From an optimization exercise on the open Yosys and OpenROAD flow, aimed at small area; shortcuts taken in it are not production practice. The RTL was checked by simulation tests, not by an equivalence proof against the original design. Power figures rest on the tool's default switching activity, not on a simulated workload. No driver is modelled on the clock port, so clocking that relies on it looks cheaper here than on a real chip.

--- flow/design.v ---
package nvm_cmd_pkg;
    localparam logic [7:0] OP_L     = 8'h4C;
    localparam logic [7:0] OP_C     = 8'h43;
    localparam logic [7:0] OP_R     = 8'h52;
    localparam logic [7:0] OP_W     = 8'h57;
    localparam logic [7:0] OP_A     = 8'h41;
    localparam logic [7:0] CASE_BIT = 8'h20;
    typedef enum logic [2:0] {
        IDLE,
        QUERY,
        WAIT,
        ISSUE,
        HOLD,
        DONE
    } state_t;
    typedef struct packed {
        logic [7:0]  arg0;
        logic [31:0] arg1;
        logic [31:0] arg2;
        logic [31:0] arg3;
        logic [7:0]  arg4;
    } cmd_t;
endpackage
module nvm_cmd_table #(
    parameter int DEPTH = 16,
    parameter int AW    = 4,
    parameter int W     = 111
) (
    input  logic          clk,
    input  logic          wr_en,
    input  logic [AW-1:0] wr_addr,
    input  logic [W-1:0]  wr_data,
    input  logic [AW-1:0] rd_addr,
    output logic [W-1:0]  rd_data
);
    logic [W-1:0] mem [DEPTH];
    logic [W-1:0] rd_terms [DEPTH];
    for (genvar e = 0; e < DEPTH; e++) begin : g_ent
        logic we;
        assign we = wr_en && (wr_addr == AW'(e));
        always_ff @(posedge clk) begin
            mem[e] <= (mem[e] & {W{!we}}) | (wr_data & {W{we}});
        end
        if (e == 0) begin : g_first
            assign rd_terms[e] = mem[e] & {W{rd_addr == AW'(e)}};
        end else begin : g_rest
            assign rd_terms[e] = rd_terms[e-1] | (mem[e] & {W{rd_addr == AW'(e)}});
        end
    end
    assign rd_data = rd_terms[DEPTH-1];
endmodule
module nvm_cmd_issuer #(
    parameter int DEPTH     = 16,
    parameter int AW        = 4,
    parameter int RETRY_GAP = 8,
    parameter int ISSUE_GAP = 2
) (
    input  logic          clk,
    input  logic          rst_n,
    input  logic          tbl_wr_en,
    input  logic [AW-1:0] tbl_wr_addr,
    input  logic [7:0]    tbl_wr_arg0,
    input  logic [31:0]   tbl_wr_arg1,
    input  logic [31:0]   tbl_wr_arg2,
    input  logic [31:0]   tbl_wr_arg3,
    input  logic [7:0]    tbl_wr_arg4,
    input  logic          start,
    input  logic [AW:0]   num_cmds,
    input  logic          loop_en,
    input  logic          stop,
    output logic          bus_command_enable,
    output logic [7:0]    bus_arg0,
    output logic [31:0]   bus_arg1,
    output logic [31:0]   bus_arg2,
    output logic [31:0]   bus_arg3,
    output logic [7:0]    bus_arg4,
    input  logic          bus_is_issuable,
    output logic          busy,
    output logic          done,
    output logic [31:0]   stall_cycles,
    output logic [31:0]   issued_count
);
    localparam int TW = 3;
    nvm_cmd_pkg::state_t state_q, state_d;
    logic [AW-1:0] idx_q, idx_d;
    logic [AW-1:0] last_q, last_d;      
    logic          loop_q, loop_d;
    logic          stop_q, stop_d;
    logic [TW-1:0] tmr_q, tmr_d;
    logic          st_idle, st_query, st_wait, st_issue, st_hold, st_done;
    logic          start_ok, start_bad, bad_q;
    logic          num_ok;
    logic          to_issue;
    logic          wr_en;
    logic [110:0]  wr_cmd;
    logic [110:0]  rd_cmd;
    logic [31:0]   issued_q;
    assign st_idle  = (state_q == nvm_cmd_pkg::IDLE);
    assign st_query = (state_q == nvm_cmd_pkg::QUERY);
    assign st_wait  = (state_q == nvm_cmd_pkg::WAIT);
    assign st_issue = (state_q == nvm_cmd_pkg::ISSUE);
    assign st_hold  = (state_q == nvm_cmd_pkg::HOLD);
    assign st_done  = (state_q == nvm_cmd_pkg::DONE);
    assign num_ok    = (num_cmds != '0) && (num_cmds <= (AW+1)'(DEPTH));
    assign start_ok  = st_idle && start && num_ok;
    assign start_bad = st_idle && start && !num_ok;
    assign to_issue  = st_wait && !stop && bus_is_issuable;
    assign wr_cmd = {tbl_wr_arg0[7:6], tbl_wr_arg0[4:0], tbl_wr_arg1, tbl_wr_arg2,
                     tbl_wr_arg3, tbl_wr_arg4};
    assign wr_en  = tbl_wr_en && st_idle && !(start && num_ok);
    nvm_cmd_table #(.DEPTH(DEPTH), .AW(AW), .W(111)) u_table (
        .clk     (clk),
        .wr_en   (wr_en),
        .wr_addr (tbl_wr_addr),
        .wr_data (wr_cmd),
        .rd_addr (idx_q),
        .rd_data (rd_cmd)
    );
    always_ff @(posedge clk) begin
        if (!rst_n) begin
            state_q <= nvm_cmd_pkg::IDLE;
        end else begin
            state_q <= state_d;
        end
        idx_q  <= idx_d;
        last_q <= last_d;
        loop_q <= loop_d;
        stop_q <= stop_d;
        tmr_q  <= tmr_d;
    end
    always_comb begin
        state_d = state_q;
        idx_d   = idx_q;
        last_d  = last_q;
        loop_d  = loop_q;
        stop_d  = stop_q;
        tmr_d   = tmr_q - TW'(1);
        case (state_q)
            nvm_cmd_pkg::IDLE: begin
                if (start_ok) begin
                    state_d = nvm_cmd_pkg::QUERY;
                    idx_d   = '0;
                    last_d  = AW'(num_cmds - (AW+1)'(1));
                    loop_d  = loop_en;
                end
            end
            nvm_cmd_pkg::QUERY: begin
                tmr_d   = TW'(RETRY_GAP - 2);
                state_d = stop ? nvm_cmd_pkg::DONE : nvm_cmd_pkg::WAIT;
            end
            nvm_cmd_pkg::WAIT: begin
                if (stop) begin
                    state_d = nvm_cmd_pkg::DONE;
                end else if (bus_is_issuable) begin
                    state_d = nvm_cmd_pkg::ISSUE;
                end else if (tmr_q == '0) begin
                    state_d = nvm_cmd_pkg::QUERY;
                end
            end
            nvm_cmd_pkg::ISSUE: begin
                tmr_d   = TW'(ISSUE_GAP - 1);
                stop_d  = stop;
                state_d = nvm_cmd_pkg::HOLD;
            end
            nvm_cmd_pkg::HOLD: begin
                stop_d = stop_q | stop;
                if (tmr_q == '0) begin
                    if (stop_q || stop) begin
                        state_d = nvm_cmd_pkg::DONE;
                    end else if (idx_q == last_q) begin
                        if (loop_q) begin
                            idx_d   = '0;
                            state_d = nvm_cmd_pkg::QUERY;
                        end else begin
                            state_d = nvm_cmd_pkg::DONE;
                        end
                    end else begin
                        idx_d   = idx_q + AW'(1);
                        state_d = nvm_cmd_pkg::QUERY;
                    end
                end
            end
            default: state_d = nvm_cmd_pkg::IDLE;
        endcase
    end
    always_ff @(posedge clk) begin
        if (!rst_n) begin
            bad_q    <= 1'b0;
            issued_q <= '0;
        end else begin
            bad_q <= start_bad;
            if (to_issue) begin
                issued_q <= issued_q + 32'd1;
            end
        end
    end
    logic [31:0] stall_q;
    always_ff @(posedge clk) begin
        if (!rst_n) begin
            stall_q <= '0;
        end else if (start_ok) begin
            stall_q <= '0;
        end else if (st_wait && !bus_is_issuable && stall_q != 32'hFFFF_FFFF) begin
            stall_q <= stall_q + 32'd1;
        end
    end
    assign stall_cycles = stall_q;
    assign bus_command_enable = st_query || st_issue;
    assign bus_arg0           = {rd_cmd[110:109], st_query, rd_cmd[108:104]};
    assign bus_arg1           = rd_cmd[103:72];
    assign bus_arg2           = rd_cmd[71:40];
    assign bus_arg3           = rd_cmd[39:8];
    assign bus_arg4           = rd_cmd[7:0];
    assign busy               = !st_idle;
    assign done               = st_done || bad_q;
    assign issued_count       = issued_q;
endmodule
--- flow/run.sh ---
#!/bin/bash
# synth_recipe.tcl (not shown) runs the flow's synth.tcl, then flattens the netlist and writes it again
# the make line also repeats each setting of config.mk as NAME=value (left out here)
make -C /OpenROAD-flow-scripts/flow DESIGN_CONFIG=/design/flow/config.mk WORK_HOME=/design/flow/orfs CLKGATE_MAP_FILE= SYNTH_SCRIPT=/design/flow/synth_recipe.tcl finish
--- flow/config.mk ---
export PLATFORM = sky130hd
export DESIGN_NAME = nvm_cmd_issuer
export DESIGN_NICKNAME = nvm_cmd_issuer
export VERILOG_FILES = /design/flow/design.v
export SDC_FILE = /design/flow/constraint.sdc
export NUM_CORES = 4
export LEC_CHECK = 0
export CAP_MARGIN = 20
export CORE_MARGIN = 2
export CORE_UTILIZATION = 40
export SLEW_MARGIN = 20
--- flow/constraint.sdc ---
create_clock -name core_clock -period 6.0 [get_ports {clk}]
set_input_delay 1.2000 -clock core_clock [delete_from_list [all_inputs] [get_ports {clk}]]
set_output_delay 1.2000 -clock core_clock [all_outputs]
set_load 0.01 [all_outputs]
==> metrics.md, run 1 <==
| Metric | Value |
|---|---|
| Die H | 417.7 um |
| Syn_area_per_cell | 17.84 sq um |
| Placed instance count | 6238 |
| Post_cts resized | 0 |
| Power Total | 27.51 mW |
| HPWL Detailed | 106000 um |
| Worst IR Drop VDD | 0.0002413 V |
| Design Area, Final | 80840 sq um |
| Site Rows | 151 |
| Leakage | 25.01 nW |
| Share of the synthesized area in the top cell type | 0.7836 |
| Ports | 307 |
| First-pass GRT wire length | 275900 um |
| Crit path to | bus_arg2[23] |
| Area Growth Syn to Fin | 18.10% |
| DR vias/cell | 5.941 |
| Final Critical Period | 5.833 ns |
| Avg WL per Cell | 29.63 um |
| Syn Inst Count | 3836 |
| Layout cells sized above 1 | 0.1110 |
| R2R Path Start | state_q[2] |
| Final hold vios | 0 |
| Number of global-route vias before repair | 38060 |
| Largest net degree at the start of global routing | 94 |
| Crit end category | output pin |
| Cell Area, Placed | 75030 sq um |
| Final hold slack | 0.4532 ns |
| Final #Nets | 4347 |
| Clk sinks | 1857 |
| Relative slew slack | 0.2364 |
| DRC | 0 |
| CP startpoint | idx_q[0] |
| Post-synth cell types | 66 |
| Area contributors post-synth | edfxtp_1, a22oi_1, a22o_1 |
| Core Region | 169700 sq um |
| Ys Warns | 4 |
| CP arrival | 4.63 ns |
| Final Setup Violations | 0 |
| Power density over the cells | 340.4 nW/um^2 |
| Antenna Nets Post-Route | 0 |
| PnR worst setup slack | 0.1668 ns |
| Worst hold path type | flop to flop |
| Input/output buffers | 305 |
| Depth of the CTS H-tree | 4 |
| Die Wd | 417.7 um |
| CTS tree | done |
| Largest area contributor in the netlist | edfxtp_1 |
| Routability cong. | 0.7566 |
| Ys flop type | edfxtp_1 |
| CTS Hold Bufs | 0 |
| Clk buf depth | 3 |
| Final worst-path cycle share | 0.9722 |
| Area of the mapped netlist | 68450 sq um |
| CTS Buf Count | 183 |
| Startpoint types | flop |
| Status | complete, no violations |
| DRT Pass-1 Iters | 8 |
| Peak Freq | 171.4 MHz |
| Synth Register Bits | 1857 |
| Top-count cell post-synth | edfxtp_1 |
| Flop2flop setup slack | 2.38 ns |
| Post-synth ARST share | 0 |
| Fillers | 14140 |
| Skew final | 0.04236 ns |
| Slew Viols, Final | 0 |
| Max-cap violations | 0 |
| Routed vias | 39140 |
| All-Layer GR Usage | 0.2197 |
| Worst Path Required | 4.80 ns |
| Synth top cells by count | edfxtp_1, a22oi_1, a22o_1 |
| Skew-Pair Late Insertion Delay | 0.84 ns |
| Setup TNS | 0 ns |
| Initial antenna violation count | 32 |
| Routed WL | 195200 um |
| Starting Density | 0.4034 |
| EDFF count, synth | 1786 |
| Post-layout util | 0.4765 |
| Clock slew at reported path FFs | 0.06 ns |
| CP max FO | 41 |
| Die ar. | 174400 sq um |
| Root buffer cell | clkbuf_16 |
| Post-place setup slack | 0.9851 ns |
| Final cell count without fillers | 6589 |
| R2R depth | 6 |
| Sequential area share after synthesis | 0.8043 |
| 1st-iter DRT viols | 4657 |
| CP Class | flop to output pin |
| Worst-Margin Slew | 1.145 ns |
| Total grt overflow | 0 |
| RSZ-0062 raised after global routing | false |
==> how the worst min path moves through the flow <==
| stage | from | end | slack, ns | cells past startpoint |
|---|---|---|---|---|
| 2_1_floorplan | tmr_q[0] | tmr_q[0] | 0.43 | 1 |
| 3_3_place_gp | tmr_q[0] | tmr_q[0] | 0.44 | 1 |
| 3_5_place_dp | tmr_q[0] | tmr_q[0] | 0.45 | 1 |
| 4_1_cts | tmr_q[0] | tmr_q[0] | 0.46 | 1 |
| 5_1_grt | tmr_q[0] | tmr_q[0] | 0.48 | 1 |
| 6_report | tmr_q[0] | tmr_q[0] | 0.45 | 1 |
==> critical path, stage by stage, from the launching register on <==
cell and delay, ns:
edfxtp_1 0.56, inv_1 0.24, ha_4 0.52, and3_4 0.89, buf_4 0.42, a22o_1 0.17
a221oi_1 0.05, nand4b_1 0.15, clkdlybuf4s50_1 0.73
==> cells by family after synthesis <==
kind of cell | after synthesis | synth area share
buffers and inverters | 269 | 0.01612
multiplexers | 118 | 0.01910
adder cells (fa/ha/maj) | 9 | 0.001645
flip-flops | 1857 | 0.8043
AND/OR/NAND/NOR | 591 | 0.04559
AO/OA/AOI/OAI | 958 | 0.1089
XOR/XNOR | 34 | 0.004351
==> layout by cell type (no fill, tap or decap), types with 77 or more instances in the layout <==
cell type	count
clkdlybuf4s50_1	305
a222oi_1	80
a22o_1	173
a22oi_1	303
o21ai_0	88
edfxtp_1	1786
a221oi_1	150
clkbuf_16	185
nand2_1	163
buf_4	83
nor2_1	77
nand4_1	105
==> per-layer routing <==
layer	vias to the layer above	global-route usage	routed length (um)
met3	327	0.04144	15070
met4	24	0.06480	5486
met2	1698	0.3717	96580
met5	-	0	143
met1	20350	0.2883	77930
li1	16740	-	-
==> where the power goes <==
part	total, mW	internal, mW	switching, mW
logic	2.10	0.778	1.32
registers	14.4	14.4	0.0514
clock network	11.0	6.16	4.82
total	27.5	21.3	6.19
==> final cells by class <==
class | count | area (sq um) | area share
timing repair buffer | 435 | 4617 | 0.05711
multi-input combinational | 1710 | 12570 | 0.1555
sequential | 1857 | 55050 | 0.6810
inverter | 23 | 86.33 | 0.001068
clock inverter | 108 | 914.6 | 0.01131
tap | 2218 | 2775 | 0.03433
clock buffer | 227 | 4797 | 0.05934
antenna | 11 | 27.53 | 0.0003405
==> repair_timing <==
action,in CTS,in global routing
hold endpoints to repair,0,0
buffers inserted,0,5
setup endpoints to repair,0,2
==> run 2, diff against run 1 <==
--- a/flow/design.v
+++ b/flow/design.v
@@ -34,19 +34,53 @@
     output logic [W-1:0]  rd_data
 );
-    logic [W-1:0] mem [DEPTH];
-    logic [W-1:0] rd_terms [DEPTH];
-    for (genvar e = 0; e < DEPTH; e++) begin : g_ent
-        logic we;
-        assign we = wr_en && (wr_addr == AW'(e));
-        always_ff @(posedge clk) begin
-            mem[e] <= (mem[e] & {W{!we}}) | (wr_data & {W{we}});
-        end
-        if (e == 0) begin : g_first
-            assign rd_terms[e] = mem[e] & {W{rd_addr == AW'(e)}};
-        end else begin : g_rest
-            assign rd_terms[e] = rd_terms[e-1] | (mem[e] & {W{rd_addr == AW'(e)}});
-        end
-    end
-    assign rd_data = rd_terms[DEPTH-1];
+    logic [W-1:0]     mem [16];
+    logic [15:0]      sel;
+    for (genvar e = 0; e < 16; e++) begin : g_ent
+        logic we, hold;
+        assign we   = wr_en && (wr_addr == AW'(e));
+        assign hold = !we;
+        assign sel[e] = (rd_addr == AW'(e));
+        for (genvar b = 0; b < W; b++) begin : g_bit
+            nvm_cmd_bit u_bit (
+                .clk  (clk),
+                .we   (we),
+                .hold (hold),
+                .d    (wr_data[b]),
+                .q    (mem[e][b])
+            );
+        end
+    end
+    for (genvar b = 0; b < W; b++) begin : g_rd
+        logic [5:0] t;   
+        for (genvar k = 0; k < 5; k++) begin : g_aoi
+            nvm_cmd_aoi222 u_aoi (
+                .a0 (mem[3*k][b]),   .s0 (sel[3*k]),
+                .a1 (mem[3*k+1][b]), .s1 (sel[3*k+1]),
+                .a2 (mem[3*k+2][b]), .s2 (sel[3*k+2]),
+                .y  (t[k])
+            );
+        end
+        assign t[5] = !(mem[15][b] && sel[15]);
+        assign rd_data[b] = !(&t);
+    end
+endmodule
+module nvm_cmd_bit (
+    input  logic clk,
+    input  logic we,
+    input  logic hold,
+    input  logic d,
+    output logic q
+);
+    always_ff @(posedge clk) begin
+        q <= (we & d) | (hold & q);
+    end
+endmodule
+module nvm_cmd_aoi222 (
+    input  logic a0, s0,
+    input  logic a1, s1,
+    input  logic a2, s2,
+    output logic y
+);
+    assign y = !((a0 & s0) | (a1 & s1) | (a2 & s2));
 endmodule
 module nvm_cmd_issuer #(
--- a/flow/config.mk
+++ b/flow/config.mk
@@ -10,2 +10,3 @@
 export CORE_UTILIZATION = 40
 export SLEW_MARGIN = 20
+export SYNTH_HIERARCHICAL = 1
==> metrics.md, run 2 <==
| Metric | Value |
|---|---|
| Status | complete, no violations |
| Crit end category | output pin |
| R2R Path Start | state_q[1] |
| WHS Path Cells | 1 |
| Ys flop type | dfxtp_1 |
| Top Registers | u_table.g_ent.g_bit.u_bit.q (1776), issued_q (32), stall_q (32) |
| Final worst-path cycle share | 0.9421 |
| Flop2flop setup slack | 2.38 ns |
| Worst IR Drop VDD | 0.0003707 V |
| Final Critical Period | 5.653 ns |
| Layout cells sized above 1 | 0.08405 |
| Total grt overflow | 0 |
| Worst-Margin Slew | 1.102 ns |
| CP arrival | 4.45 ns |
| R2R depth | 10 |
| Skew final | 0.03853 ns |
| Final Setup Violations | 0 |
| DR vias/cell | 6.938 |
| Setup TNS | 0 ns |
| Initial antenna violation count | 25 |
| Root buffer cell | clkbuf_16 |
| DRC | 0 |
| Die ar. | 160900 sq um |
| Area Growth Syn to Fin | 22.19% |
| Top-count cell post-synth | dfxtp_1 |
| RSZ-0062 raised after global routing | false |
| Routability cong. | 0.7747 |
| Ys Warns | 10 |
| Hold Crit Start | tmr_q[0] |
| Ports | 307 |
| CTS Hold Bufs | 0 |
| 1st-iter DRT viols | 9326 |
| Routed WL | 239300 um |
| Largest area contributor in the netlist | dfxtp_1 |
| First-pass GRT wire length | 352100 um |
| Worst Hold Path EP | tmr_q[0] |
| Post-layout util | 0.4928 |
| Relative slew slack | 0.2655 |
| Startpoint types | flop |
| Die Wd | 401.1 um |
| Depth of the CTS H-tree | 4 |
| Final cell count without fillers | 7788 |
| HPWL Detailed | 120000 um |
| Peak Freq | 176.9 MHz |
| CP max FO | 16 |
| Worst hold path type | flop to flop |
| CTS tree | done |
| Post_cts resized | 0 |
| Antenna Nets Post-Route | 0 |
| Commonest non-fill, non-tap cells in the layout | dfxtp_1, a22o_1, a222oi_1, clkdlybuf4s50_1, clkbuf_16 |
| Area occupied by multi-input gates | 25910 sq um |
| Post-synth ARST share | 0 |
| Post-synth cell types | 49 |
| Final #Nets | 5709 |
| Setup bufs post-CTS | 0 |
| Share of the synthesized area in the top cell type | 0.5862 |
| CTS Buf Count | 187 |
| Sequential area share after synthesis | 0.5910 |
| Area of the mapped netlist | 63070 sq um |
| Placed instance count | 7444 |
| Routed vias | 54030 |
| Clk sinks | 1857 |
| Starting Density | 0.4033 |
| Final hold vios | 0 |
| Synth Register Bits | 1857 |
| Reg area | 37280 sq um |
| Site Rows | 145 |
| Fillers | 13780 |
| Die H | 401.1 um |
| Largest net degree at the start of global routing | 112 |
| Max-cap violations | 0 |
| Syn Inst Count | 4986 |
| Clock slew at reported path FFs | 0.06 ns |
| Core Region | 156400 sq um |
| Capturing point of the worst reg2reg path | u_table.g_ent[1].g_bit[73].u_bit.q |
| Max reg flops | 1776 |
| Syn_area_per_cell | 12.65 sq um |
| Number of global-route vias before repair | 52530 |
| DRT Pass-1 Iters | 10 |
| Area contributors post-synth | dfxtp_1, a22o_1, a222oi_1 |
| Leakage | 32.34 nW |
| Slew Viols, Final | 0 |
| Synth top cells by count | dfxtp_1, a22o_1, a222oi_1 |
| Clk buf depth | 3 |
| Avg WL per Cell | 30.73 um |
| EDFF count, synth | 10 |
| Worst Path Required | 4.80 ns |
| Input/output buffers | 305 |
| Most flops, register | u_table.g_ent.g_bit.u_bit.q |
| Skew-Pair Late Insertion Delay | 0.85 ns |
| Commonest non-fill, non-tap cell in the layout | dfxtp_1 |
| All-Layer GR Usage | 0.2824 |
| CP Class | flop to output pin |
| Power density over the cells | 561.7 nW/um^2 |
==> run 2: changes by cell type after synthesis, sizes merged, moves of 150 or more <==
| cell | delta |
|---|---|
| dfxtp | +1776 |
| edfxtp | -1776 |
| a22o | +1603 |
| a222oi | +475 |
| a22oi | -303 |
| a221oi | -150 |
==> run 2: layer usage <==
layer,vias up,GRT usage,part of all wire
li1,22850,-,-
met1,27280,0.3905,0.42
met2,3371,0.4307,0.44
met3,510,0.06692,0.11
met4,22,0.09692,0.029
met5,-,0,0.00058
==> run 2: worst max path at each step <==
stage	from	endpoint	slack, ns	cells past startpoint
after floorplan	num_cmds[0]	u_table.g_ent[3].g_bit[0].u_bit.q	-0.85	9
after global placement	num_cmds[0]	u_table.g_ent[1].g_bit[59].u_bit.q	1.15	13
after detailed placement	num_cmds[0]	u_table.g_ent[1].g_bit[56].u_bit.q	1.07	13
after CTS	idx_q[3]	bus_arg3[11]	0.34	7
after global routing	idx_q[3]	bus_arg3[11]	0.26	7
final	idx_q[3]	bus_arg1[17]	0.35	7
==> run 2: critical path: stages (launching register included) <==
cell	delay, ns
edfxtp_1	0.78
nand2b_1	0.39
nor3_4	0.81
buf_4	0.44
a222oi_1	0.15
nand3_1	0.16
a211o_1	0.29
clkdlybuf4s50_1	0.60
==> run 2: cells by family after synthesis <==
kind of cell,share of synthesized area
AO/OA/AOI/OAI,0.3580
AND/OR/NAND/NOR,0.03801
flip-flops,0.5910
XOR/XNOR,0.006665
buffers and inverters,0.004821
multiplexers,0.0003174
adder cells (fa/ha/maj),0.001190
==> run 2: Yosys stat by module (local to each module, per instance), a selection <==
module	cell area, sq um	cells inside
nvm_cmd_issuer	4000	464
nvm_cmd_bit	28.78	2
nvm_cmd_aoi222	10.01	1
==> run 2: layout make-up <==
type	count	area share
clock inverters	53	0.009514
inverters	24	0.001169
well taps	2058	0.03341
flip-flops and latches	1857	0.4837
diodes	7	0.0002273
multi-input cells	3070	0.3363
repair buffers	435	0.06283
clock buffers	284	0.07290
==> run 2: power by group <==
part           switching, mW  internal (mW)  leakage [nW]
Clock                   5.10           6.91          3.13
Sequential              3.28           18.4          15.4
Combinational           4.04           5.58          13.8
Total                   12.4           30.9          32.3
==> run 2: through the flow <==
stage	worst slack [ns]	total power, mW	instance area, sq um	hold slack, ns
4_1_cts	0.3410	43.21	77050	0.4345
3_5_place_dp	1.074	31.11	70700	0.4267
5_1_grt	0.2559	45.21	77060	0.4709
2_1_floorplan	-0.8497	27.18	63140	0.4083
6_report	0.3472	43.29	77070	0.4349
3_3_place_gp	1.151	30.78	70700	0.4213
==> run 3, diff against run 2 <==
==> flow/flow/run.sh (new file) <==
#!/bin/bash
# Standard layout (bash standard.sh) with two changes:
#  - ports are buffered with sky130_fd_sc_hd__buf_1 (the resizer sizes them
#    up later where a port needs more drive);
#  - clock tree synthesis clusters up to 30 sinks per leaf buffer (clkbuf_16), and
#    inserts no dummy loads.
# make's full output goes to flow_make.log in the work folder; ORFS keeps each
# tool's own log under orfs/logs.
set -euo pipefail
export BUFFER_PORTS_ARGS="-buffer_cell sky130_fd_sc_hd__buf_1"
export CTS_ARGS="-sink_clustering_enable -repair_clock_nets -sink_clustering_size 30 -sink_clustering_max_diameter 150 -buf_list sky130_fd_sc_hd__clkbuf_16 -dont_use_dummy_load"
bash standard.sh > flow_make.log 2>&1
==> flow/standard.sh (new file) <==
#!/bin/bash
# synth_recipe.tcl (not shown) runs the flow's synth.tcl, then flattens the netlist and writes it again
# the make line also repeats each setting of config.mk as NAME=value (left out here)
make -C /OpenROAD-flow-scripts/flow DESIGN_CONFIG=/design/flow/config.mk WORK_HOME=/design/flow/orfs CLKGATE_MAP_FILE= SYNTH_SCRIPT=/design/flow/synth_recipe.tcl "${@:-finish}"
removed: flow/run.sh
==> metrics.md, run 3 <==
| Metric | Value |
|---|---|
| Met3 Use GR | 0.05867 |
| Final worst-path cycle share | 0.8838 |
| Clk sinks | 1857 |
| Slowest stage delay, CP | 0.84 ns |
| Ys flop type | dfxtp_1 |
| GRT met2 Usage | 0.4230 |
| Avg WL per Cell | 31.25 um |
| Startpoint types | flop |
| WHS Path Cells | 1 |
| HPWL Detailed | 116600 um |
| Synth Register Bits | 1857 |
| Critical-path top delay cell | nor2_4 |
| Post-layout util | 0.4499 |
| Cell Area, Placed | 68540 sq um |
| Skew-Pair Late Insertion Delay | 0.76 ns |
| R2R depth | 8 |
| Die ar. | 160900 sq um |
| Top-count cell post-synth | dfxtp_1 |
| Clock slew at reported path FFs | 0.11 ns |
| Worst Path Required | 4.80 ns |
| Depth of the CTS H-tree | 3 |
| Area occupied by multi-input gates | 25920 sq um |
| Final cell count without fillers | 7502 |
| CTS Hold Bufs | 0 |
| Placed instance count | 7423 |
| CP max FO | 32 |
| Status | complete, no violations |
| Reg area | 37280 sq um |
| Design Area, Final | 70370 sq um |
| Final #Nets | 5573 |
| Most flops, register | u_table.g_ent.g_bit.u_bit.q |
| Skew final | 0.08421 ns |
| Die H | 401.1 um |
| Layout cells sized above 1 | 0.04396 |
| Max reg flops | 1776 |
| Input/output buffers | 305 |
| Syn_area_per_cell | 12.65 sq um |
| Starting Density | 0.4033 |
| DR vias/cell | 7.040 |
| Crit-path cells | nand2b_1 > nor2_4 > buf_4 > a222oi_1 > nand3_1 > a211o_1 > buf_1 |
| Post-synth cell types | 49 |
| Synth Area in XOR/XNOR | 0.006665 |
| R2R Path Start | state_q[0] |
| Layer with the highest usage | met2 |
| Sequential area share after synthesis | 0.5910 |
| Routability cong. | 0.7788 |
| Power density over the cells | 517.0 nW/um^2 |
| Largest family of logic cells by synthesized area | compound AO/OA/AOI/OAI gates |
| EDFF count, synth | 10 |
| Routed WL | 234500 um |
| Commonest non-fill, non-tap cell in the layout | dfxtp_1 |
| Max-cap violations | 0 |
| Simple-Gate Fraction of Synth Area | 0.03801 |
| Peak Freq | 188.6 MHz |
| First-pass GRT wire length | 342600 um |
| Worst hold path type | flop to flop |
| Final Setup Violations | 0 |
| Post-synthesis mux area share | 0.0003174 |
| Number of global-route vias before repair | 50300 |
| M1 GR Usage | 0.3896 |
| Leakage | 29.21 nW |
| Post_cts resized | 0 |
| Area of the mapped netlist | 63070 sq um |
| Final hold vios | 0 |
| Setup bufs post-CTS | 0 |
| Post-synth ARST share | 0 |
| CP startpoint | idx_q[1] |
| DRT Pass-1 Iters | 11 |
| Largest area contributor in the netlist | dfxtp_1 |
| Syn Inst Count | 4986 |
| 1st-iter DRT viols | 9706 |
| Worst-Margin Slew | 1.164 ns |
| All-Layer GR Usage | 0.2751 |
| Post-synthesis adder-cell area fraction | 0.001190 |
| Clk buf depth | 3 |
| Top Registers | u_table.g_ent.g_bit.u_bit.q (1776), issued_q (32), stall_q (32) |
| CP Class | flop to output pin |
| Worst IR Drop VDD | 0.0002821 V |
| Core Region | 156400 sq um |
| CTS tree | done |
| Fillers | 14310 |
| Site Rows | 145 |
| Antenna Nets Post-Route | 0 |
| Slew Viols, Final | 0 |
| Area contributors post-synth | dfxtp_1, a22o_1, a222oi_1 |
| Area Growth Syn to Fin | 11.57% |
| DRC | 0 |
| Total grt overflow | 0 |
| Compound-gate portion of the synthesized area | 0.3580 |
| Largest net degree at the start of global routing | 112 |
| Crit end category | output pin |
| Ports | 307 |
| Routed vias | 52810 |
| CTS Buf Count | 71 |
| Hold Crit Start | tmr_q[0] |
| RSZ-0062 raised after global routing | false |
| Synth top cells by count | dfxtp_1, a22o_1, a222oi_1 |
| Final Critical Period | 5.303 ns |
| CP arrival | 4.10 ns |
| Die Wd | 401.1 um |
| Initial antenna violation count | 23 |
| Ys Warns | 10 |
| Root buffer cell | clkbuf_16 |
| Commonest non-fill, non-tap cells in the layout | dfxtp_1, a22o_1, a222oi_1, buf_1, nand2_1 |
| Relative slew slack | 0.2239 |
| Share of the synthesized area in the top cell type | 0.5862 |
[run 3: changes by cell type in the layout (fill, tap and decap cells not counted), moves of 5 or more]
cell,previous run,this run
buf_1,0,305
clkdlybuf4s50_1,305,0
bufinv_16,10,0
buf_12,65,57
clkbuf_8,51,0
clkbuf_1,43,0
clkinv_16,5,0
clkinv_2,27,0
buf_4,65,51
clkbuf_16,190,71
[run 3: path summary, 6_finish.rpt]
kind,to,slack [ns]
setup / recovery,bus_arg1[15],0.70
hold / removal,tmr_q[0],0.44
setup reg to reg,u_table.g_ent[14].g_bit[85].u_bit.q,2.22
hold reg to reg,tmr_q[0],0.44
[run 3: final cells by class]
type	instances	share of cell area
repair buffers	415	0.03853
flip-flops and latches	1857	0.5297
clock buffers	71	0.02525
well taps	2058	0.03659
inverters	24	0.001280
multi-input cells	3070	0.3684
diodes	7	0.0002489
[run 3: kinds of logic after synthesis]
family,after synthesis
simple gates,490
fa+ha+maj,6
xor+xnor,48
mux,2
compound gates,2524
buf+inv,59
flops,1857
[run 3: routing by layer]
metal  part of all wire  wire length (um)  up-vias
met5            0.00039                92        -
met4              0.026              6050       16
met3               0.11             26010      403
met2               0.44            102900     3215
met1               0.42             99380    26780
li1                   -                 -    22400
[run 3: Yosys stat by module, one instance, submodules excluded, a selection]
| module | copies in the design | cell area [sq um] | cells |
|---|---|---|---|
| nvm_cmd_aoi222 | 555 | 10.01 | 1 |
| nvm_cmd_issuer | 1 | 4000 | 464 |
| nvm_cmd_bit | 1776 | 28.78 | 2 |
[run 3: power breakdown]
part | internal (mW) | switching [mW] | total, mW | leakage (nW)
clock | 2.15 | 3.80 | 5.95 | 0.875
sequential | 18.3 | 3.26 | 21.6 | 15.4
combinational | 4.85 | 4.00 | 8.85 | 12.9
total | 25.3 | 11.1 | 36.4 | 29.2
[run 3: worst max-delay path, delay by kind of cell, from the launching register on]
| family | cells | cell delay (ns) |
|---|---|---|
| AND/OR/NAND/NOR | 3 | 1.38 |
| buffers and inverters | 2 | 0.81 |
| flip-flops | 1 | 0.77 |
| AO/OA/AOI/OAI | 2 | 0.44 |
[run 3: stage by stage]
stage / hold WS (ns) / setup TNS [ns] / setup slack (ns) / power (mW)
after global placement: 0.4205 / 0 / 1.205 / 30.02
after detailed placement: 0.4268 / 0 / 1.046 / 30.36
final: 0.4447 / 0 / 0.6974 / 36.38
after floorplan: 0.4083 / -916.31 / -0.8497 / 27.18
after CTS: 0.4433 / 0 / 0.7872 / 36.29
after global routing: 0.4718 / 0 / 0.6016 / 38.18
==> run 4, diff against run 3 <==
--- a/flow/design.v
+++ b/flow/design.v
@@ -32,8 +32,11 @@
     input  logic [W-1:0]  wr_data,
     input  logic [AW-1:0] rd_addr,
+    input  logic [AW-1:0] rd_addr_d,
     output logic [W-1:0]  rd_data
 );
     logic [W-1:0]     mem [16];
+    logic [15:0]      phase;
     logic [15:0]      sel;
+    logic             par_q;
     for (genvar e = 0; e < 16; e++) begin : g_ent
         logic we, hold;
@@ -50,4 +53,12 @@
             );
         end
+        nvm_cmd_pbit u_phase (
+            .clk  (clk),
+            .hold (hold),
+            .q    (phase[e])
+        );
+    end
+    always_ff @(posedge clk) begin
+        par_q <= !phase[rd_addr_d];
     end
     for (genvar b = 0; b < W; b++) begin : g_rd
@@ -62,5 +73,5 @@
         end
         assign t[5] = !(mem[15][b] && sel[15]);
-        assign rd_data[b] = !(&t);
+        assign rd_data[b] = !(&t) ^ par_q;
     end
 endmodule
@@ -72,6 +83,28 @@
     output logic q
 );
-    always_ff @(posedge clk) begin
-        q <= (we & d) | (hold & q);
+    logic nxt;
+    nvm_cmd_oai22 u_oai (
+        .a0 (we),   .b0 (q),
+        .a1 (hold), .b1 (d),
+        .y  (nxt)
+    );
+    always_ff @(posedge clk) begin
+        q <= nxt;
+    end
+endmodule
+module nvm_cmd_oai22 (
+    input  logic a0, b0,
+    input  logic a1, b1,
+    output logic y
+);
+    assign y = !((a0 | b0) & (a1 | b1));
+endmodule
+module nvm_cmd_pbit (
+    input  logic clk,
+    input  logic hold,
+    output logic q
+);
+    always_ff @(posedge clk) begin
+        q <= !(hold & q);
     end
 endmodule
@@ -148,6 +181,7 @@
         .wr_addr (tbl_wr_addr),
         .wr_data (wr_cmd),
-        .rd_addr (idx_q),
-        .rd_data (rd_cmd)
+        .rd_addr   (idx_q),
+        .rd_addr_d (idx_d),
+        .rd_data   (rd_cmd)
     );
     always_ff @(posedge clk) begin
==> metrics.md, run 4 <==
| Metric | Value |
|---|---|
| Clk sinks | 1874 |
| Design Area, Final | 67630 sq um |
| Power density over the cells | 485.9 nW/um^2 |
| CP arrival | 4.40 ns |
| Antenna Nets Post-Route | 0 |
| CTS Hold Bufs | 0 |
| Area occupied by multi-input gates | 22910 sq um |
| CP Class | flop to output pin |
| Largest net degree at the start of global routing | 113 |
| Post-layout util | 0.4505 |
| Setup bufs post-CTS | 0 |
| Die H | 393.1 um |
| P_sw | 9.569 mW |
| Commonest non-fill, non-tap cells in the layout | dfxtp_1, o22ai_1, a222oi_1, buf_1, xnor2_1 |
| Ys Warns | 11 |
| Area contributors post-synth | dfxtp_1, o22ai_1, a222oi_1 |
| Skew-Pair Late Insertion Delay | 0.73 ns |
| Routed WL | 230700 um |
| DRT Pass-1 Iters | 14 |
| Comb pwr share | 0.203 |
| Cell-internal power | 23.29 mW |
| Post-synth ARST share | 0 |
| Core Region | 150100 sq um |
| CP max FO | 17 |
| Site Rows | 142 |
| Post-synthesis mux area share | 0.002521 |
| Number of global-route vias before repair | 50460 |
| First-pass GRT wire length | 334200 um |
| Post-synthesis adder-cell area fraction | 0.001240 |
| Worst hold path type | flop to flop |
| Synth Area in XOR/XNOR | 0.02560 |
| Share of the synthesized area in the top cell type | 0.6176 |
| Root buffer cell | clkbuf_16 |
| Final Critical Period | 5.605 ns |
| 1st-iter DRT viols | 10030 |
| Clk buf depth | 3 |
| Fillers | 14070 |
| Commonest non-fill, non-tap cell in the layout | dfxtp_1 |
| Relative slew slack | 0.2138 |
| DRC | 0 |
| CTS Buf Count | 73 |
| Final Setup Violations | 0 |
| Status | complete, no violations |
| Die Wd | 393.1 um |
| Max-cap violations | 0 |
| Reg power frac | 0.614 |
| Syn Inst Count | 5146 |
| Syn_area_per_cell | 11.77 sq um |
| Peak Freq | 178.4 MHz |
| Starting Density | 0.4033 |
| Routed vias | 53770 |
| Clock slew at reported path FFs | 0.12 ns |
| Slew Viols, Final | 0 |
| Area of the mapped netlist | 60550 sq um |
| Most flops, register | u_table.g_ent.g_bit.u_bit.q |
| Routability cong. | 0.7920 |
| EDFF count, synth | 6 |
| All-Layer GR Usage | 0.2831 |
| Leakage | 23.49 nW |
| Die ar. | 154500 sq um |
| Reg area | 37580 sq um |
| Largest area contributor in the netlist | dfxtp_1 |
| Post_cts resized | 0 |
| Max reg flops | 1776 |
| Crit end category | output pin |
| Compound-gate portion of the synthesized area | 0.3014 |
| Worst Path Required | 4.80 ns |
| Input/output buffers | 305 |
| Synth top cells by count | dfxtp_1, o22ai_1, a222oi_1 |
| Post-synth cell types | 57 |
| Area Growth Syn to Fin | 11.68% |
| Depth of the CTS H-tree | 3 |
| Final hold vios | 0 |
| Total grt overflow | 0 |
| CTS tree | done |
| Final #Nets | 5744 |
| Avg WL per Cell | 30.20 um |
| Switching share of power | 0.2912 |
| Initial antenna violation count | 29 |
| DR vias/cell | 7.039 |
| Clock power frac | 0.183 |
| RSZ-0062 raised after global routing | false |
| Cell Area, Placed | 65740 sq um |
| Ys flop type | dfxtp_1 |
| Worst IR Drop VDD | 0.0003181 V |
| Top-count cell post-synth | dfxtp_1 |
| Largest family of logic cells by synthesized area | compound AO/OA/AOI/OAI gates |
| Final worst-path cycle share | 0.9342 |
| Layout cells sized above 1 | 0.06705 |
| Worst-Margin Slew | 1.179 ns |
| HPWL Detailed | 119400 um |
| Top Registers | u_table.g_ent.g_bit.u_bit.q (1776), issued_q (32), stall_q (32) |
| Sequential area share after synthesis | 0.6205 |
| Skew final | 0.09726 ns |
| Power Total | 32.86 mW |
| Synth Register Bits | 1874 |
| Simple-Gate Fraction of Synth Area | 0.04141 |
| Ports | 307 |
| Startpoint types | flop |
## run 4: changes by cell type after synthesis, sizes merged, moves of 22 or more
cell	change
a22o	-1775
a211o	-109
buf	+22
o22ai	+1776
xnor2	+135
a211oi	+118
## run 4: cell families after synthesis
family                   Yosys count
AND/OR/NAND/NOR                  507
AO/OA/AOI/OAI                   2489
multiplexers                      10
adder cells (fa/ha/maj)            6
XOR/XNOR                         177
buffers and inverters             83
flip-flops                      1874
## run 4: modules after synthesis (local to each module, per instance), excerpt
module	cells	cell area, sq um	copies in the design
nvm_cmd_oai22	1	6.256	1776
nvm_cmd_aoi222	1	10.01	555
nvm_cmd_bit	1	20.02	1776
nvm_cmd_issuer	462	4085	1
nvm_cmd_pbit	2	23.77	16
## run 4: worst max-delay path: stages (launching register included)
cell	delay [ns]
dfxtp_1	0.81
nand2b_1	0.41
nor2_4	0.77
buf_4	0.35
a222oi_1	0.12
nand2_1	0.18
a211oi_1	0.08
xnor2_1	0.68
buf_1	0.27
## run 4: final timing paths
kind | startpoint | to | slack (ns) | cells past startpoint
worst max-delay path | idx_q[1] | bus_arg1[18] | 0.40 | 8
worst min-delay path | u_table.g_ent[14].u_phase.q | u_table.g_ent[14].u_phase.q | 0.39 | 1
worst max register to register | state_q[0] | u_table.g_ent[5].g_bit[67].u_bit.q | 2.15 | 8
worst min register to register | u_table.g_ent[14].u_phase.q | u_table.g_ent[14].u_phase.q | 0.39 | 1
## run 4: power groups by stage
stage	Combinational (mW)	Sequential [mW]	Clock [mW]
floorplan	4.90	19.7	0
global placement	6.37	20.1	0
detailed placement	6.63	20.3	0
CTS	6.62	20.1	6.09
global route	7.26	20.7	6.48
finish	6.67	20.2	6.01
## run 4: layout make-up
type,instances,area share
timing repair buffer,439,0.03802
antenna,14,0.0005180
multi-input combinational,3189,0.3388
tap,2016,0.03730
clock buffer,73,0.02701
inverter,33,0.002720
sequential,1874,0.5557
## run 4: layer usage
layer | track usage | up-vias | share of wire
li1 | - | 22980 | -
met4 | 0.1060 | 26 | 0.037
met5 | 0 | - | 0.00075
met3 | 0.04562 | 524 | 0.097
met1 | 0.3826 | 27170 | 0.40
met2 | 0.4548 | 3074 | 0.46
## run 4: metrics by stage
step	cells	TNS (ns)	hold WS, ns	setup slack [ns]
CTS	7623	0	0.3930	0.4759
finish	7638	0	0.3911	0.3950
detailed placement	7550	0	0.3667	0.9816
global route	7630	0	0.4048	0.3547
global placement	7550	0	0.3607	1.035
floorplan	5146	-347.55	0.3547	-0.7505
==> run 5, diff against run 4 <==
--- a/flow/design.v
+++ b/flow/design.v
@@ -254,23 +254,22 @@
     always_ff @(posedge clk) begin
         if (!rst_n) begin
-            bad_q    <= 1'b0;
-            issued_q <= '0;
+            bad_q <= 1'b0;
         end else begin
             bad_q <= start_bad;
-            if (to_issue) begin
-                issued_q <= issued_q + 32'd1;
-            end
         end
     end
+    nvm_cmd_cnt32 u_issued (
+        .clk  (clk),
+        .kill (!rst_n),
+        .inc  (to_issue),
+        .q    (issued_q)
+    );
     logic [31:0] stall_q;
-    always_ff @(posedge clk) begin
-        if (!rst_n) begin
-            stall_q <= '0;
-        end else if (start_ok) begin
-            stall_q <= '0;
-        end else if (st_wait && !bus_is_issuable && stall_q != 32'hFFFF_FFFF) begin
-            stall_q <= stall_q + 32'd1;
-        end
-    end
+    nvm_cmd_cnt32 u_stall (
+        .clk  (clk),
+        .kill (!rst_n || start_ok),
+        .inc  (st_wait && !bus_is_issuable && !(&stall_q)),
+        .q    (stall_q)
+    );
     assign stall_cycles = stall_q;
     assign bus_command_enable = st_query || st_issue;
@@ -284,2 +283,42 @@
     assign issued_count       = issued_q;
 endmodule
+module nvm_cmd_cnt32 (
+    input  logic        clk,
+    input  logic        kill,
+    input  logic        inc,
+    output logic [31:0] q
+);
+    logic [32:0] c;
+    assign c[0] = 1'b1;
+    for (genvar i = 0; i < 32; i++) begin : g_bit
+        logic tn, x, nxt;
+        if (i == 0) begin : g_first
+            assign tn = !inc;
+            assign c[1] = q[0];
+        end else begin : g_rest
+            nvm_cmd_nand2 u_t (.a(inc), .b(c[i]), .y(tn));
+            if (i < 31) begin : g_carry
+                nvm_cmd_and2 u_c (.a(c[i]), .b(q[i]), .y(c[i+1]));
+            end else begin : g_last
+                assign c[i+1] = 1'b0;
+            end
+        end
+        nvm_cmd_xor2 u_x (.a(q[i]), .b(tn), .y(x));
+        nvm_cmd_nor2 u_n (.a(kill), .b(x), .y(nxt));
+        always_ff @(posedge clk) begin
+            q[i] <= nxt;
+        end
+    end
+endmodule
+module nvm_cmd_and2 (input logic a, input logic b, output logic y);
+    assign y = a & b;
+endmodule
+module nvm_cmd_nand2 (input logic a, input logic b, output logic y);
+    assign y = !(a & b);
+endmodule
+module nvm_cmd_nor2 (input logic a, input logic b, output logic y);
+    assign y = !(a | b);
+endmodule
+module nvm_cmd_xor2 (input logic a, input logic b, output logic y);
+    assign y = a ^ b;
+endmodule
==> flow/flow/run.sh (replaced) <==
#!/bin/bash
# Standard layout (bash standard.sh) with two changes:
#  - ports are buffered with sky130_fd_sc_hd__buf_1 (the resizer sizes them
#    up later where a port needs more drive);
#  - clock tree synthesis clusters up to 25 sinks per leaf buffer (clkbuf_16), and
#    inserts no dummy loads.
# make's full output goes to flow_make.log in the work folder; ORFS keeps each
# tool's own log under orfs/logs.
set -euo pipefail
export BUFFER_PORTS_ARGS="-buffer_cell sky130_fd_sc_hd__buf_1"
export CTS_ARGS="-sink_clustering_enable -repair_clock_nets -sink_clustering_size 25 -sink_clustering_max_diameter 150 -buf_list sky130_fd_sc_hd__clkbuf_16 -dont_use_dummy_load"
bash standard.sh > flow_make.log 2>&1
==> metrics.md, run 5 <==
| Metric | Value |
|---|---|
| Status | complete, no violations |
| First-pass GRT wire length | 340100 um |
| Design Area, Final | 67770 sq um |
| Antenna Nets Post-Route | 0 |
| Placed instance count | 7536 |
| DRT Pass-1 Iters | 14 |
| Slowest stage delay, CP | 0.36 ns |
| Avg WL per Cell | 30.96 um |
| DR vias/cell | 7.041 |
| CP Class | flop to flop |
| Largest net degree at the start of global routing | 113 |
| Post-synth ARST share | 0 |
| RSZ-0062 raised after global routing | false |
| Slew Viols, Final | 0 |
| Worst Path Required | 6.55 ns |
| Ys flop type | dfxtp_1 |
| Depth of the CTS H-tree | 3 |
| Reg power frac | 0.587 |
| Clk buf depth | 3 |
| Area contributors post-synth | dfxtp_1, o22ai_1, a222oi_1 |
| Input/output buffers | 305 |
| CTS Buf Count | 84 |
| All-Layer GR Usage | 0.2918 |
| P_sw | 11.07 mW |
| Worst-Margin Slew | 1.218 ns |
| Synth Register Bits | 1874 |
| Worst IR Drop VDD | 0.0002945 V |
| Crit end category | flop |
| Final Setup Violations | 0 |
| Routed WL | 236200 um |
| Final hold vios | 0 |
| CTS Hold Bufs | 0 |
| Core Region | 149600 sq um |
| HPWL Detailed | 119400 um |
| Post-synth cell types | 52 |
| Power density over the cells | 530.9 nW/um^2 |
| Layout cells sized above 1 | 0.06692 |
| Peak Freq | 179.9 MHz |
| Site Rows | 142 |
| Ports | 307 |
| Power Total | 35.98 mW |
| Starting Density | 0.4025 |
| Syn_area_per_cell | 11.78 sq um |
| Number of global-route vias before repair | 50550 |
| Final cell count without fillers | 7629 |
| Worst hold path type | flop to flop |
| Area Growth Syn to Fin | 12.54% |
| Cell Area, Placed | 65640 sq um |
| Max-cap violations | 0 |
| Die Wd | 392.0 um |
| Skew final | 0.08046 ns |
| Final #Nets | 5738 |
| Cell-internal power | 24.91 mW |
| Root buffer cell | clkbuf_16 |
| Clock slew at reported path FFs | 0.10 ns |
| Switching share of power | 0.3077 |
| Top Registers | u_table.g_ent.g_bit.u_bit.q (1776), u_issued.q (32), u_stall.q (32) |
| Top-count cell post-synth | dfxtp_1 |
| Synth top cells by count | dfxtp_1, o22ai_1, a222oi_1 |
| Critical-path top delay cell | dfxtp_1 |
| Post-layout util | 0.4530 |
| CP max FO | 5 |
| Die H | 392.0 um |
| EDFF count, synth | 6 |
| Sequential area share after synthesis | 0.6240 |
| Commonest non-fill, non-tap cell in the layout | dfxtp_1 |
| Most flops, register | u_table.g_ent.g_bit.u_bit.q |
| Final Critical Period | 5.560 ns |
| Total grt overflow | 0 |
| Die ar. | 153700 sq um |
| DRC | 0 |
| Share of the synthesized area in the top cell type | 0.6210 |
| Final hold slack | 0.3904 ns |
| CTS tree | done |
| Initial antenna violation count | 33 |
| Bufs and invs on worst path | 0 |
| Relative slew slack | 0.1881 |
| Area of the mapped netlist | 60220 sq um |
| Final worst-path cycle share | 0.9267 |
| Startpoint types | flop |
| Largest area contributor in the netlist | dfxtp_1 |
| Routed vias | 53710 |
| Leakage | 23.87 nW |
| 1st-iter DRT viols | 9464 |
| Commonest non-fill, non-tap cells in the layout | dfxtp_1, o22ai_1, a222oi_1, buf_1, nand2_1 |
| CP most frequent cell | and2_1 |
| Syn Inst Count | 5113 |
| Ys Warns | 12 |
| Critical path's top delay family | simple AND/OR/NAND/NOR gates |
| Comb pwr share | 0.235 |
| Skew-Pair Late Insertion Delay | 0.76 ns |
| Clock power frac | 0.177 |
| Max reg flops | 1776 |
| Clk sinks | 1874 |
| CP arrival | 6.11 ns |
| Routability cong. | 0.7841 |
==> run 5: path summary, 6_finish.rpt <==
path                               from                          to  slack, ns  depth (start not counted)
max                        u_stall.q[0]               u_stall.q[31]       0.44                         33
min          u_table.g_ent[2].u_phase.q  u_table.g_ent[2].u_phase.q       0.39                          1
max reg2reg                u_stall.q[0]               u_stall.q[31]       0.44                         33
min reg2reg  u_table.g_ent[2].u_phase.q  u_table.g_ent[2].u_phase.q       0.39                          1
==> run 5: cell families (layout without fill, tap and decap cells) <==
family	count (synthesis)	after routing	synth area share
buf+inv	58	549	0.005527
mux	8	8	0.002203
flops	1874	1874	0.6240
simple gates	521	521	0.04010
fa+ha+maj	5	5	0.0009974
compound gates	2464	2464	0.3005
other cells	0	9	0
xor+xnor	183	183	0.02662
==> run 5: power groups by stage <==
stage                     Sequential [mW]  Combinational [mW]  Clock (mW)
final                                21.1                8.47        6.38
after detailed placement             21.2                8.39           0
after global routing                 21.7                9.15        6.87
after CTS                            21.0                8.39        6.47
after floorplan                      20.5                6.12           0
after global placement               21.0                8.10           0
==> run 5: routing by layer <==
layer  track usage  vias up  part of all wire
met2        0.4740     3228              0.46
met1        0.3872    27130              0.40
met5             0        -           0.00091
met3       0.05639      509              0.11
met4        0.1007       34             0.031
li1              -    22810                 -
==> run 5: final cells by class <==
type	count	area, sq um
Clock buffer	84	2102
Sequential cell	1874	37580
Antenna cell	9	22.52
Inverter	25	153.9
Timing Repair Buffer	440	2696
Fill cell	14170	81830
Multi-Input combinational cell	3181	22690
Tap cell	2016	2522
==> run 5: modules after synthesis (local to each module, per instance), excerpt <==
module / cells / flops+latches / cell area (sq um)
nvm_cmd_issuer: 111 / 17 / 1033
nvm_cmd_pbit: 2 / 1 / 23.77
nvm_cmd_bit: 1 / 1 / 20.02
nvm_cmd_xor2: 1 / 0 / 8.758
nvm_cmd_and2: 1 / 0 / 6.256
nvm_cmd_oai22: 1 / 0 / 6.256
nvm_cmd_nor2: 1 / 0 / 3.754
nvm_cmd_nand2: 1 / 0 / 3.754
==> run 5: what timing repair did <==
action / CTS / global route
endpoints found under the hold margin: 0 / 0
setup buffers: 0 / 0
setup endpoints to repair: 0 / 1
resized for setup: 0 / 1
==> run 5: per-stage QoR <==
stage / TNS, ns / worst slack [ns]
after floorplan: -348.90 / -0.7524
after global placement: 0 / 0.3720
after detailed placement: 0 / 0.4475
after CTS: 0 / 0.4016
after global routing: 0 / 0.005948
final: 0 / 0.4399
==> run 6, diff against run 5 <==
--- a/flow/design.v
+++ b/flow/design.v
@@ -72,6 +72,10 @@
             );
         end
-        assign t[5] = !(mem[15][b] && sel[15]);
-        assign rd_data[b] = !(&t) ^ par_q;
+        logic p0, p1, r;
+        nvm_cmd_nand2 u_t5 (.a(mem[15][b]), .b(sel[15]), .y(t[5]));
+        nvm_cmd_nand3 u_p0 (.a(t[0]), .b(t[1]), .c(t[2]), .y(p0));
+        nvm_cmd_nand3 u_p1 (.a(t[3]), .b(t[4]), .c(t[5]), .y(p1));
+        nvm_cmd_nor2  u_r  (.a(p0), .b(p1), .y(r));           
+        nvm_cmd_xnor2 u_o  (.a(r), .b(par_q), .y(rd_data[b]));
     end
 endmodule
@@ -117,4 +121,10 @@
     assign y = !((a0 & s0) | (a1 & s1) | (a2 & s2));
 endmodule
+module nvm_cmd_nand3 (input logic a, input logic b, input logic c, output logic y);
+    assign y = !(a & b & c);
+endmodule
+module nvm_cmd_xnor2 (input logic a, input logic b, output logic y);
+    assign y = !(a ^ b);
+endmodule
 module nvm_cmd_issuer #(
     parameter int DEPTH     = 16,
==> metrics.md, run 6 <==
| Metric | Value |
|---|---|
| Synth top cells by count | dfxtp_1, o22ai_1, a222oi_1 |
| PnR worst setup slack | 0.3568 ns |
| Post-place setup slack | 0.4058 ns |
| Final Setup Violations | 0 |
| Depth of the CTS H-tree | 3 |
| Ys Warns | 12 |
| Root buffer cell | clkbuf_16 |
| Sequential area share after synthesis | 0.6292 |
| Final Critical Period | 5.643 ns |
| Die H | 390.4 um |
| Die Wd | 390.4 um |
| CP arrival | 4.44 ns |
| Most flops, register | u_table.g_ent.g_bit.u_bit.q |
| CTS Buf Count | 84 |
| Worst IR Drop VDD | 0.0002648 V |
| Routed WL | 231100 um |
| Largest net degree at the start of global routing | 113 |
| Syn_area_per_cell | 11.49 sq um |
| Post-synth ARST share | 0 |
| Status | complete, no violations |
| Post-layout util | 0.4550 |
| Starting Density | 0.4035 |
| Final #Nets | 5847 |
| Worst-Margin Slew | 1.128 ns |
| RSZ-0062 raised after global routing | false |
| Syn Inst Count | 5199 |
| Slew Viols, Final | 0 |
| CP Class | flop to output pin |
| Ys flop type | dfxtp_1 |
| Clk sinks | 1874 |
| Number of global-route vias before repair | 50340 |
| Synth Register Bits | 1874 |
| Site Rows | 141 |
| Power density over the cells | 529.2 nW/um^2 |
| Routability cong. | 0.7687 |
| Initial antenna violation count | 26 |
| Area contributors post-synth | dfxtp_1, o22ai_1, a222oi_1 |
| Die ar. | 152400 sq um |
| Startpoint types | flop |
| Top-count cell post-synth | dfxtp_1 |
| DRT Pass-1 Iters | 13 |
| Max-cap violations | 0 |
| Total grt overflow | 0 |
| Flop2flop setup slack | 0.40 ns |
| Crit end category | output pin |
| Antenna Nets Post-Route | 0 |
| Relative slew slack | 0.2460 |
| Peak Freq | 177.2 MHz |
| Post-synth cell types | 47 |
| Final hold slack | 0.3879 ns |
| Setup TNS | 0 ns |
| Skew final | 0.07269 ns |
| 1st-iter DRT viols | 9754 |
| Core Region | 148000 sq um |
| EDFF count, synth | 6 |
| Clk buf depth | 3 |
| First-pass GRT wire length | 335300 um |
| Leakage | 23.83 nW |
| Avg WL per Cell | 30.18 um |
| Largest area contributor in the netlist | dfxtp_1 |
| Layout cells sized above 1 | 0.04884 |
| Skew-Pair Late Insertion Delay | 0.79 ns |
| CTS Hold Bufs | 0 |
| Area Growth Syn to Fin | 12.76% |
| DR vias/cell | 7.064 |
| CP max FO | 23 |
| Ports | 307 |
| Area of the mapped netlist | 59720 sq um |
| Top Registers | u_table.g_ent.g_bit.u_bit.q (1776), u_issued.q (32), u_stall.q (32) |
| DRC | 0 |
| CTS tree | done |
| Share of the synthesized area in the top cell type | 0.6261 |
| Worst Path Required | 4.80 ns |
| HPWL Detailed | 120300 um |
| Clock slew at reported path FFs | 0.10 ns |
| Final worst-path cycle share | 0.9405 |
| Routed vias | 54080 |
| Final hold vios | 0 |
| Commonest non-fill, non-tap cells in the layout | dfxtp_1, o22ai_1, a222oi_1, buf_1, nand3_1 |
| Input/output buffers | 305 |
| Commonest non-fill, non-tap cell in the layout | dfxtp_1 |
| Worst hold path type | flop to flop |
| All-Layer GR Usage | 0.2864 |
| Max reg flops | 1776 |
## run 6: cell types whose count changed in the layout (fill, tap and decap cells not counted), moves of 2 or more
| cell | previous run | this run |
|---|---|---|
| mux4_2 | 4 | 0 |
| nor2_1 | 75 | 186 |
| a211oi_2 | 90 | 0 |
| diode_2 | 9 | 13 |
| mux4_1 | 0 | 4 |
| a211oi_1 | 21 | 0 |
| buf_12 | 43 | 41 |
| buf_4 | 92 | 90 |
| nand3_1 | 114 | 225 |
## run 6: cell families after synthesis
family          Yosys count  share of synthesized area
compound gates         2353                     0.2815
flops                  1874                     0.6292
simple gates            743                    0.05658
xor+xnor                183                    0.02684
buf+inv                  33                   0.002451
mux                       8                   0.002472
fa+ha+maj                 5                   0.001006
## run 6: path summary, 6_finish.rpt
check / cells after the start / end / startpoint
setup / recovery: 8 / bus_arg2[9] / idx_q[2]
hold / removal: 1 / u_table.g_ent[15].u_phase.q / u_table.g_ent[15].u_phase.q
setup reg to reg: 33 / u_stall.q[31] / u_stall.q[0]
hold reg to reg: 1 / u_table.g_ent[15].u_phase.q / u_table.g_ent[15].u_phase.q
## run 6: through the flow
step           instances  total power, mW  instance area (sq um)
5_1_grt             7652            37.38                  67340
4_1_cts             7641            35.50                  67280
3_5_place_dp        7557            29.28                  65180
2_1_floorplan       5199            26.31                  59830
3_3_place_gp        7557            28.77                  65180
6_report            7656            35.64                  67350
## run 6: critical path, stage by stage, from the launching register on
cell	delay, ns
dfxtp_1	0.85
nand2_1	0.44
nor2_4	0.96
buf_4	0.47
a222oi_1	0.14
nand3_1	0.12
nor2_1	0.08
xnor2_1	0.43
buf_1	0.20
## run 6: where the power goes
group          switching, mW  total, mW  internal, mW
registers               2.97       21.1          18.1
logic                   4.10       8.18          4.08
clock network           3.86       6.38          2.52
total                   10.9       35.6          24.7
## run 6: metal layers
metal / track usage / vias up / wire [um]
li1: - / 23020 / -
met1: 0.3966 / 27280 / 95360
met5: 0 / - / 181
met4: 0.1059 / 24 / 7656
met3: 0.05697 / 494 / 24420
met2: 0.4413 / 3268 / 103400
## run 6: timing repair
item                                    4_1_cts  5_1_grt
setup buffers                                 0        0
gates resized for setup                       0        1
endpoints found under the setup margin        0        1
## run 6: final cells by class
type                            instances  area, sq um
Tap cell                             1930         2415
Multi-Input combinational cell       3292        22390
Timing Repair Buffer                  438         2668
Fill cell                           13860        80670
Antenna cell                           13        32.53
Inverter                               25        153.9
Clock buffer                           84         2102
Sequential cell                      1874        37580
## run 6: per-module statistics from Yosys (local to each module, per instance), excerpt
module	flip-flops and latches	area, sq um	cells	times used
nvm_cmd_oai22	0	6.256	1	1776
nvm_cmd_issuer	17	1033	111	1
nvm_cmd_xnor2	0	8.758	1	111
nvm_cmd_aoi222	0	10.01	1	555
nvm_cmd_nand3	0	5.005	1	222
nvm_cmd_nand2	0	3.754	1	173
nvm_cmd_nor2	0	3.754	1	175
nvm_cmd_cnt32	32	651.9	34	2
nvm_cmd_xor2	0	8.758	1	64
nvm_cmd_and2	0	6.256	1	60
nvm_cmd_bit	1	20.02	1	1776
nvm_cmd_pbit	1	23.77	2	16
==> run 7, diff against run 6 <==
==> flow/flow/run.sh (replaced) <==
#!/bin/bash
# Standard layout (bash standard.sh) with three changes:
#  - ports are buffered with sky130_fd_sc_hd__buf_1 (the resizer sizes them
#    up later where a port needs more drive);
#  - clock tree synthesis clusters up to 25 sinks per leaf buffer (clkbuf_16),
#    and inserts no dummy loads;
#  - the floorplan step removes synthesis's buffers (REMOVE_ABC_BUFFERS) instead
#    of sizing gates up before placement; placement's resizer buffers later.
# make's full output goes to flow_make.log in the work folder; ORFS keeps each
# tool's own log under orfs/logs.
set -euo pipefail
export BUFFER_PORTS_ARGS="-buffer_cell sky130_fd_sc_hd__buf_1"
export CTS_ARGS="-sink_clustering_enable -repair_clock_nets -sink_clustering_size 25 -sink_clustering_max_diameter 150 -buf_list sky130_fd_sc_hd__clkbuf_16 -dont_use_dummy_load"
export REMOVE_ABC_BUFFERS=1
bash standard.sh > flow_make.log 2>&1
==> metrics.md, run 7 <==
| Metric | Value |
|---|---|
| Status | complete, no violations |
| Avg WL per Cell | 29.98 um |
| Hold Crit Start | u_table.g_ent[5].u_phase.q |
| Setup bufs post-CTS | 0 |
| Layout cells sized above 1 | 0.04632 |
| Worst IR Drop VDD | 0.0002910 V |
| Routed WL | 229100 um |
| Skew-Pair Late Insertion Delay | 0.75 ns |
| Total grt overflow | 0 |
| 1st-iter DRT viols | 9294 |
| Critical-path top delay cell | dfxtp_1 |
| Max reg flops | 1776 |
| Crit end category | flop |
| Number of global-route vias before repair | 50510 |
| Clock slew at reported path FFs | 0.10 ns |
| Ys flop type | dfxtp_1 |
| Final hold slack | 0.3868 ns |
| CTS Hold Bufs | 0 |
| Area of the mapped netlist | 59720 sq um |
| Flop2flop setup slack | 0.39 ns |
| Peak Freq | 178.3 MHz |
| Clk sinks | 1874 |
| Post-synth cell types | 47 |
| Final worst-path cycle share | 0.9346 |
| Area Growth Syn to Fin | 12.47% |
| Post-place setup slack | 0.4119 ns |
| Setup TNS | 0 ns |
| CTS tree | done |
| R2R depth | 33 |
| Top-count cell post-synth | dfxtp_1 |
| Initial antenna violation count | 26 |
| Relative slew slack | 0.1854 |
| Worst Hold Path EP | u_table.g_ent[5].u_phase.q |
| Antenna Nets Post-Route | 0 |
| Post_cts resized | 0 |
| Leakage | 23.87 nW |
| Most flops, register | u_table.g_ent.g_bit.u_bit.q |
| Commonest non-fill, non-tap cell in the layout | dfxtp_1 |
| Depth of the CTS H-tree | 3 |
| Top Registers | u_table.g_ent.g_bit.u_bit.q (1776), u_issued.q (32), u_stall.q (32) |
| Final hold vios | 0 |
| Sequential area share after synthesis | 0.6292 |
| Worst hold path type | flop to flop |
| Clk buf depth | 3 |
| Skew final | 0.05351 ns |
| HPWL Detailed | 115900 um |
| Routability cong. | 0.7765 |
| CTS Buf Count | 85 |
| Largest area contributor in the netlist | dfxtp_1 |
| RSZ-0062 raised after global routing | false |
| Post-synth ARST share | 0 |
| Area contributors post-synth | dfxtp_1, o22ai_1, a222oi_1 |
| CP Class | flop to flop |
| CP most frequent cell | and2_1 |
| All-Layer GR Usage | 0.2840 |
| Max-cap violations | 0 |
| Ys Warns | 12 |
| CP arrival | 6.19 ns |
| Site Rows | 141 |
| DRC | 0 |
| Final Setup Violations | 0 |
| EDFF count, synth | 6 |
| Ports | 307 |
| PnR worst setup slack | 0.3925 ns |
| R2R Path Start | u_stall.q[0] |
| Worst Path Required | 6.58 ns |
| DRT Pass-1 Iters | 14 |
| Startpoint types | flop |
| Slew Viols, Final | 0 |
| Die H | 390.4 um |
| Commonest non-fill, non-tap cells in the layout | dfxtp_1, o22ai_1, a222oi_1, buf_1, nand3_1 |
| Power density over the cells | 531.2 nW/um^2 |
| Syn Inst Count | 5199 |
| Synth Register Bits | 1874 |
| Routed vias | 54030 |
| WHS Path Cells | 1 |
| CP max FO | 5 |
| Slowest stage delay, CP | 0.37 ns |
| Capturing point of the worst reg2reg path | u_stall.q[31] |
| Input/output buffers | 305 |
| Root buffer cell | clkbuf_16 |
| Synth top cells by count | dfxtp_1, o22ai_1, a222oi_1 |
| Largest net degree at the start of global routing | 113 |
| Worst-Margin Slew | 1.219 ns |
| Core Region | 148000 sq um |
| Die ar. | 152400 sq um |
| Final Critical Period | 5.608 ns |
| Die Wd | 390.4 um |
| Syn_area_per_cell | 11.49 sq um |
| Starting Density | 0.4035 |
| DR vias/cell | 7.070 |
| Share of the synthesized area in the top cell type | 0.6261 |
| First-pass GRT wire length | 333700 um |
| Final #Nets | 5834 |
==> run 7: modules after synthesis, one instance, submodules excluded, excerpt <==
module | copies in the design | cells inside | flops+latches
nvm_cmd_oai22 | 1776 | 1 | 0
nvm_cmd_xor2 | 64 | 1 | 0
nvm_cmd_nand3 | 222 | 1 | 0
nvm_cmd_cnt32 | 2 | 34 | 32
nvm_cmd_issuer | 1 | 111 | 17
nvm_cmd_bit | 1776 | 1 | 1
nvm_cmd_nand2 | 173 | 1 | 0
nvm_cmd_aoi222 | 555 | 1 | 0
nvm_cmd_and2 | 60 | 1 | 0
nvm_cmd_nor2 | 175 | 1 | 0
nvm_cmd_xnor2 | 111 | 1 | 0
nvm_cmd_pbit | 16 | 2 | 1
==> run 7: final cells by class <==
class,instances,area (sq um)
antenna,12,30.03
clock buffer,85,2127
fill,13880,80850
inverter,25,153.9
multi-input combinational,3292,22290
sequential,1874,37580
tap,1930,2415
timing repair buffer,424,2579
==> run 7: worst max-delay path by stage <==
stage,end,slack (ns),startpoint
floorplan,bus_arg0[0],-4.21,idx_q[0]
global placement,u_stall.q[31],0.39,u_stall.q[0]
detailed placement,u_stall.q[31],0.41,u_stall.q[0]
CTS,u_stall.q[31],0.37,u_stall.q[0]
global route,u_stall.q[31],0.02,u_stall.q[0]
finish,u_stall.q[31],0.39,u_stall.q[0]
==> run 7: power breakdown <==
group	total [mW]	internal, mW	leakage (nW)	switching, mW
Combinational	8.26	4.09	6.80	4.17
Sequential	21.0	18.1	16.0	2.90
Clock	6.42	2.55	1.05	3.87
==> run 7: metrics by stage <==
step                      instances  power (mW)  area (sq um)    util
after floorplan                5191       26.35         59670       -
after global placement         7542       28.79         64950  0.4388
after detailed placement       7542       29.28         64950  0.4388
after CTS                      7627       35.52         67080  0.4532
after global routing           7639       37.40         67160  0.4538
final                          7642       35.68         67170  0.4538
==> run 7: worst max-delay path, delay by kind of cell (launching register included) <==
| kind | cells | cell delay (ns) |
|---|---|---|
| flops | 1 | 0.37 |
| xor+xnor | 1 | 0.14 |
| simple gates | 32 | 4.98 |
==> run 7: routing by layer <==
layer  global-route usage  routed length [um]
met3              0.06439               26140
met1               0.3943               94510
met5             0.007018                 285
met2               0.4327              101100
met4              0.09765                7009
==> run 7: cell families (layout without fill, tap and decap cells) <==
group | count (synthesis) | in the layout | synth area share
AO/OA/AOI/OAI | 2353 | 2353 | 0.2815
XOR/XNOR | 183 | 183 | 0.02684
adder cells (fa/ha/maj) | 5 | 5 | 0.001006
buffers and inverters | 33 | 534 | 0.002451
flip-flops | 1874 | 1874 | 0.6292
multiplexers | 8 | 8 | 0.002472
other | 0 | 12 | 0
AND/OR/NAND/NOR | 743 | 743 | 0.05658

## afterwards: timing with drivers on the ports
No port has a modelled driver above. Below, the same layouts with a new extraction and two added sets of constraints.
Step 1: set_driving_cell puts a clkbuf_16 on clk and a buf_2 on each other input, an assumption about the parent block.
Step 2 times the ports against the registers' clock, not the clock port: input delays grow and output delays shrink by t, the midpoint of the rising clock arrivals with the driver on.
Three values: ideal ports, drivers, drivers and shift; two values: the first two.
run	t (ns)	setup WS [ns]	hold WS [ns]	worst slew at a driven data input, ns	pins driven straight from the clock port
run 1	0.907	0.167 / 0.082 / 0.989	0.453 / 0.453 / 0.453	0.16	1
run 2	0.905	0.347 / 0.262 / 0.806	0.435 / 0.435 / 0.435	0.18	1
run 3	0.799	0.697 / 0.617 / 0.954	0.445 / 0.445 / 0.445	0.20	1
run 4	0.762	0.395 / 0.319 / 0.899	0.391 / 0.391 / 0.391	0.19	1
run 5	0.792	0.440 / 0.384 / 0.440	0.390 / 0.390 / 0.390	0.20	1
run 6	0.820	0.357 / 0.271 / 0.396	0.388 / 0.388 / 0.388	0.20	1
run 7	0.795	0.392 / 0.383 / 0.392	0.387 / 0.387 / 0.387	0.20	1
After both steps setup and hold are still met in every run listed.
